This is an optimization exercise on Yosys and OpenROAD, whose aim is small area, not a production implementation. Only simulation tests tie the RTL to the original design; equivalence was not proved.

--- config.mk ---
export PLATFORM = sky130hd
export DESIGN_NAME = regfile_2r1w
export DESIGN_NICKNAME = regfile_2r1w
export VERILOG_FILES = /design/flow/design.v
export SDC_FILE = /design/flow/constraint.sdc
export NUM_CORES = 4
export LEC_CHECK = 0
export CAP_MARGIN = 20
export CELL_PAD_IN_SITES_DETAIL_PLACEMENT = 1
export CELL_PAD_IN_SITES_GLOBAL_PLACEMENT = 2
export CORE_MARGIN = 2
export CORE_UTILIZATION = 30
export SLEW_MARGIN = 20
--- design.v ---
package regfile_2r1w_pkg;
  localparam logic MODE_SCRIBBLE  = 1'b0;
  localparam logic MODE_INTERPRET = 1'b1;
  localparam int DEF_DATA_W = 32;
  localparam int DEF_DEPTH  = 32;
  localparam int DEF_ADDR_W = 5;
  typedef enum logic {
    ST_IDLE  = 1'b0,
    ST_CLEAR = 1'b1
  } rf_state_e;
endpackage
module regfile_read_port
#(
  parameter int DATA_W   = regfile_2r1w_pkg::DEF_DATA_W,
  parameter int DEPTH    = regfile_2r1w_pkg::DEF_DEPTH,
  parameter int ADDR_W   = regfile_2r1w_pkg::DEF_ADDR_W,
  parameter int ZERO_REG = 1
) (
  input  logic              clk,
  input  logic              reset,
  input  logic              rd_accept,
  input  logic [ADDR_W-1:0] raddr,
  input  logic [DATA_W-1:0] entry,
  input  logic              wr_accept,
  input  logic [ADDR_W-1:0] waddr,
  input  logic [DATA_W-1:0] wdata,
  output logic [DATA_W-1:0] rdata
);
  localparam logic [ADDR_W:0] DEPTH_L = (ADDR_W+1)'(DEPTH);
  logic in_range;
  logic is_zero_reg;
  logic hit_write;
  always_comb begin
    in_range    = ({1'b0, raddr} < DEPTH_L);
    is_zero_reg = (ZERO_REG != 0) && (raddr == '0);
    hit_write   = wr_accept && (waddr == raddr);
  end
  always_ff @(posedge clk or posedge reset) begin
    if (reset) begin
      rdata <= '0;
    end else if (rd_accept) begin
      if (!in_range || is_zero_reg) begin
        rdata <= '0;
      end else if (hit_write) begin
        rdata <= wdata;
      end else begin
        rdata <= entry;
      end
    end
  end
endmodule
module regfile_2r1w
#(
  parameter int DATA_W   = regfile_2r1w_pkg::DEF_DATA_W,
  parameter int DEPTH    = regfile_2r1w_pkg::DEF_DEPTH,
  parameter int ADDR_W   = regfile_2r1w_pkg::DEF_ADDR_W,
  parameter int ZERO_REG = 1
) (
  input  logic              clk,
  input  logic              reset,
  input  logic              mode,
  input  logic              write_enable,
  input  logic [ADDR_W-1:0] waddr,
  input  logic [DATA_W-1:0] wdata,
  input  logic              rd_en,
  input  logic [ADDR_W-1:0] raddr_a,
  input  logic [ADDR_W-1:0] raddr_b,
  output logic [DATA_W-1:0] rdata_a,
  output logic [DATA_W-1:0] rdata_b,
  output logic              rvalid,
  input  logic              clear_req,
  output logic              busy
);
  localparam logic [ADDR_W:0]   DEPTH_L  = (ADDR_W+1)'(DEPTH);
  localparam logic [ADDR_W-1:0] CNT_LAST = ADDR_W'(DEPTH - 1);
  logic [DATA_W-1:0] mem [DEPTH];
  regfile_2r1w_pkg::rf_state_e         state, state_nxt;
  logic [ADDR_W-1:0] clr_cnt, clr_cnt_nxt;
  logic              busy_nxt;
  logic              idle;
  logic              waddr_ok;
  logic              wr_accept;
  logic              rd_accept;
  logic [DATA_W-1:0] entry_a;
  logic [DATA_W-1:0] entry_b;
  always_comb begin
    idle      = (state == regfile_2r1w_pkg::ST_IDLE);
    waddr_ok  = ({1'b0, waddr} < DEPTH_L) && !((ZERO_REG != 0) && (waddr == '0));
    wr_accept = idle && write_enable && waddr_ok;
    rd_accept = idle && rd_en && (mode == regfile_2r1w_pkg::MODE_INTERPRET);
    entry_a   = mem[raddr_a];
    entry_b   = mem[raddr_b];
  end
  always_comb begin
    state_nxt   = state;
    clr_cnt_nxt = clr_cnt;
    busy_nxt    = busy;
    unique case (state)
      regfile_2r1w_pkg::ST_IDLE: begin
        if (clear_req) begin
          state_nxt   = regfile_2r1w_pkg::ST_CLEAR;
          clr_cnt_nxt = '0;
          busy_nxt    = 1'b1;
        end
      end
      regfile_2r1w_pkg::ST_CLEAR: begin
        if (clr_cnt == CNT_LAST) begin
          state_nxt   = regfile_2r1w_pkg::ST_IDLE;
          clr_cnt_nxt = '0;
          busy_nxt    = 1'b0;
        end else begin
          clr_cnt_nxt = clr_cnt + 1'b1;
        end
      end
      default: begin
        state_nxt   = regfile_2r1w_pkg::ST_IDLE;
        clr_cnt_nxt = '0;
        busy_nxt    = 1'b0;
      end
    endcase
  end
  always_ff @(posedge clk or posedge reset) begin
    if (reset) begin
      state   <= regfile_2r1w_pkg::ST_IDLE;
      clr_cnt <= '0;
      busy    <= 1'b0;
      rvalid  <= 1'b0;
    end else begin
      state   <= state_nxt;
      clr_cnt <= clr_cnt_nxt;
      busy    <= busy_nxt;
      rvalid  <= rd_accept;
    end
  end
  always_ff @(posedge clk or posedge reset) begin
    if (reset) begin
      for (int i = 0; i < DEPTH; i++) begin
        mem[i] <= '0;
      end
    end else if (state == regfile_2r1w_pkg::ST_CLEAR) begin
      mem[clr_cnt] <= '0;
    end else if (wr_accept) begin
      mem[waddr] <= wdata;
    end
  end
  regfile_read_port #(
    .DATA_W   (DATA_W),
    .DEPTH    (DEPTH),
    .ADDR_W   (ADDR_W),
    .ZERO_REG (ZERO_REG)
  ) u_port_a (
    .clk       (clk),
    .reset     (reset),
    .rd_accept (rd_accept),
    .raddr     (raddr_a),
    .entry     (entry_a),
    .wr_accept (wr_accept),
    .waddr     (waddr),
    .wdata     (wdata),
    .rdata     (rdata_a)
  );
  regfile_read_port #(
    .DATA_W   (DATA_W),
    .DEPTH    (DEPTH),
    .ADDR_W   (ADDR_W),
    .ZERO_REG (ZERO_REG)
  ) u_port_b (
    .clk       (clk),
    .reset     (reset),
    .rd_accept (rd_accept),
    .raddr     (raddr_b),
    .entry     (entry_b),
    .wr_accept (wr_accept),
    .waddr     (waddr),
    .wdata     (wdata),
    .rdata     (rdata_b)
  );
endmodule
--- constraint.sdc ---
create_clock -name core_clock -period 5.0 [get_ports {clk}]
set_input_delay 1.0000 -clock core_clock [delete_from_list [all_inputs] [get_ports {clk}]]
set_output_delay 1.0000 -clock core_clock [all_outputs]
set_load 0.01 [all_outputs]
--- run.sh ---
#!/bin/bash
# synth_recipe.tcl (not shown) runs the flow's synth.tcl, then flattens the netlist and writes it again
# the make line also repeats each setting of config.mk as NAME=value (left out here)
make -C /OpenROAD-flow-scripts/flow DESIGN_CONFIG=/design/flow/config.mk WORK_HOME=/design/flow/orfs CLKGATE_MAP_FILE= SYNTH_SCRIPT=/design/flow/synth_recipe.tcl finish
==> impl_metrics.json <==
{
  "cts_hold_repair.buffers": 0,
  "avgRoutedWirePerCell_um": 48.7,
  "cts_buffers": 136,
  "drtAntennaViolNets": 0,
  "power_switching_uw": 15400,
  "grt_pass1_vias": 54108,
  "power_leakage_uw": 0.0265,
  "synth_common_cells": "dfrtp_1, nand2_1, o21ai_0, a22oi_1, clkbuf_1",
  "crit_arrival_ps": 4710,
  "crit_fanout": 20,
  "seq_area_frac_synth_pct": 51.6,
  "clk_path_buf_depth": 3,
  "gp_congestion": 0.969,
  "yosysTopAreaCellShare_pct": 51.6,
  "ys.flop_type": "dfrtp_1",
  "min_period_over_period_pct": 79.6,
  "busiest_layer": "met2",
  "p_int_uw": 20100,
  "clock_skew_ps": 34.4,
  "antenna_found_initial": 44,
  "syn-cell-area_um2": 51600,
  "setup-tns-final_ps": 0,
  "drc": 0,
  "dieArea_um2": 175000,
  "track_usage_pct": 44.0,
  "post-cts-setup-buffer-count": 0,
  "rows": 152,
  "hold_violations": 0,
  "num_vias": 56799,
  "drt_wl_total_um": 393000,
  "die_h_um": 419,
  "grt_use_met2_pct": 62.4,
  "synth_edf_count": 0,
  "routed_via_density": 7.05,
  "clock_power_share_pct": 29.8,
  "synth_top_cell_by_area": "dfrtp_1",
  "clk_latency_ps": 840,
  "rsz0062_at_grt": "no",
  "setup_viol": 0,
  "drt-initial-drc-count": 9920,
  "crit_path_max_incr_delay_ps": 970,
  "syn_inst": 5525,
  "syn_to_final_growth_pct": 21.3,
  "grt_start_max_net_pins": 141,
  "worstSetupPathType": "in -> reg",
  "r2r_slack_ps": 1700,
  "dieWidth_um": 419,
  "async_flop_share_pct": 100,
  "core_region_area_um2": 171000,
  "cts.repair.resized": 0,
  "powerDensity_nw_per_um2": 566,
  "drv_slew": 0,
  "p_comb_share_pct": 29.8,
  "crit_slowest_cell": "nor2_1",
  "portBuffers": 118,
  "yosys_register_bits": 1064,
  "outcome": "complete, no violations",
  "yosys_warnings": 3,
  "tritoncts": "done",
  "synth_nets": 5584,
  "cts.htree.levels": 4,
  "root_buffer": "clkbuf_16",
  "start_kind": "primary input",
  "crit_path_end_kind": "flip-flop",
  "hpwlAfterDp_um": 241000,
  "swShare_pct": 43.3,
  "initial_core_util_pct": 30.1,
  "cts.sinks": 1064,
  "worstPathRequired_ps": 5730,
  "max-vdd-ir-drop_v": 0.000461,
  "maxSlewHeadroom_pct": 8.59,
  "path_cells": "buf_2, buf_4, or2_2, nor2_1, buf_4, nor2_1, or2b_2, buf_12, o21ai_1",
  "netlist_top_cells_area": "dfrtp_1, o21ai_0, a22oi_1",
  "first_pass_iters": 9,
  "path_clk_slew_ps": 60,
  "hold_class": "reg -> reg",
  "pin_count": 119,
  "min_period_ps": 3980,
  "cap_violations": 0,
  "max_freq_ghz": 0.251,
  "total_power_uw": 35500,
  "ys_types": 68,
  "drive_above_1_share_pct": 12.8,
  "grt_pass1_wl_um": 517000,
  "syn_avg_cell_area_um2": 9.35,
  "grt-ovfl-total": 0,
  "final_net_count": 5664,
  "tightest_slew_ps": 1370,
  "p_seq_share_pct": 40.4,
  "use_met1_pct": 56.4,
  "yosysMostFrequentCell": "dfrtp_1",
  "grt_use_met3_pct": 14.2
}
[sequential cells by signal, indices dropped and copies added, names as in the netlist]
| signal | cells |
|---|---|
| state | 1 |
| u_port_b.rdata | 32 |
| mem | 992 |
| clr_cnt | 5 |
| busy | 1 |
| rvalid | 1 |
| u_port_a.rdata | 32 |
[stage by stage]
| step | setup WS (ps) | instance area, um^2 | instances | hold WS [ps] | util [%] |
|---|---|---|---|---|---|
| 6_report | 1020 | 62600 | 8062 | 489 | 36.6 |
| 5_1_grt | 1190 | 62600 | 8028 | 516 | 36.5 |
| 4_1_cts | 1380 | 62500 | 8024 | 494 | 36.5 |
| 3_5_place_dp | 559 | 57900 | 7777 | 480 | 33.8 |
| 3_3_place_gp | 588 | 57700 | 7771 | 472 | 33.7 |
| 2_1_floorplan | -10670 | 51700 | 5525 | 464 | - |
[cell type report]
class	count	area, um^2
clock buffer	206	4090
fill	19197	109000
inverter	24	95.1
multi-input combinational	3910	23600
tap	2310	2890
sequential	1064	26600
antenna	38	95.1
timing repair buffer	469	4670
clock inverter	41	571
[cell families after synthesis]
| kind of cell | synth area share (%) |
|---|---|
| buf+inv | 4.46 |
| compound gates | 28.1 |
| xor+xnor | 0.170 |
| mux | 1.31 |
| simple gates | 14.3 |
| flops | 51.6 |
| fa+ha+maj | 0.145 |
[routing by layer]
metal | share of wire, % | wire length (um)
met1 | 38 | 151000
met2 | 41 | 162000
met3 | 12 | 49100
met4 | 8.0 | 31300
met5 | 0.015 | 57
[path summary, 6_finish.rpt]
| path | start | end | cells after the start |
|---|---|---|---|
| worst max register to register | state | mem[2][4] | 5 |
| worst min register to register | u_port_a.rdata[23] | u_port_a.rdata[23] | 2 |
| max in group asynchronous | reset | mem[9][11] | 3 |
| worst min-delay path | u_port_a.rdata[23] | u_port_a.rdata[23] | 2 |
| min in group asynchronous | reset | mem[7][24] | 2 |
| worst max-delay path | raddr_a[1] | u_port_a.rdata[7] | 9 |
[cells in the final DEF (no fill, tap or decap), types with 21 or more instances in the layout]
master	n
dfrtp_1	1063
nand2_1	993
o21ai_0	906
a22oi_1	530
a22o_1	332
buf_4	281
a221oi_1	174
nand4_1	144
clkbuf_16	138
clkdlybuf4s50_1	108
a21oi_1	95
nand3_1	91
buf_12	65
nor2_4	64
nor3_1	62
nor2_1	57
mux2i_1	54
and3_1	51
nor2b_1	48
diode_2	38
clkbuf_8	38
nor4_1	32
clkbuf_1	30
a31oi_1	22
o21ai_1	22
inv_1	21
[critical path, delay by kind of cell]
family          cells  cell delay [ps]
simple gates        4             2350
compound gates      1              150
buf+inv             4             1120
[power by group through the flow]
| stage | combinational, uW | sequential (uW) | clock (uW) |
|---|---|---|---|
| floorplan | 4570 | 13000 | 0 |
| global placement | 9830 | 14300 | 0 |
| detailed placement | 10100 | 14300 | 0 |
| CTS | 10100 | 14200 | 10600 |
| global route | 10800 | 14500 | 10900 |
| finish | 10600 | 14300 | 10600 |

re-timing with driven ports:
In the flow no input, the clock included, has a driving cell. The finished layout below was timed again as built, in two steps. Step 1 sets driving cells, clkbuf_16 on the clock port and buf_2 on the other inputs (assumed; they add their load-dependent delay and slew). Step 2 moves the port delays by t, midway between the first and last clock arrival at a register: inputs arrive t later, outputs are due t later. That takes back most of the time a late clock gives input paths. Slacks: ideal / step 1 / step 2; pairs: ideal / step 1.
t, ns: 0.905
slack for setup (ns): 1.020 / 0.998 / 0.093
worst setup path after step 2: input to register
clock arrival spread, ns: 0.043 / 0.043
worst data-port slew with drivers (ns): 0.13
After both steps setup and hold are still met in this run. The setup slack of this run moves by -0.022 ns with the drivers and by -0.927 ns with both steps.
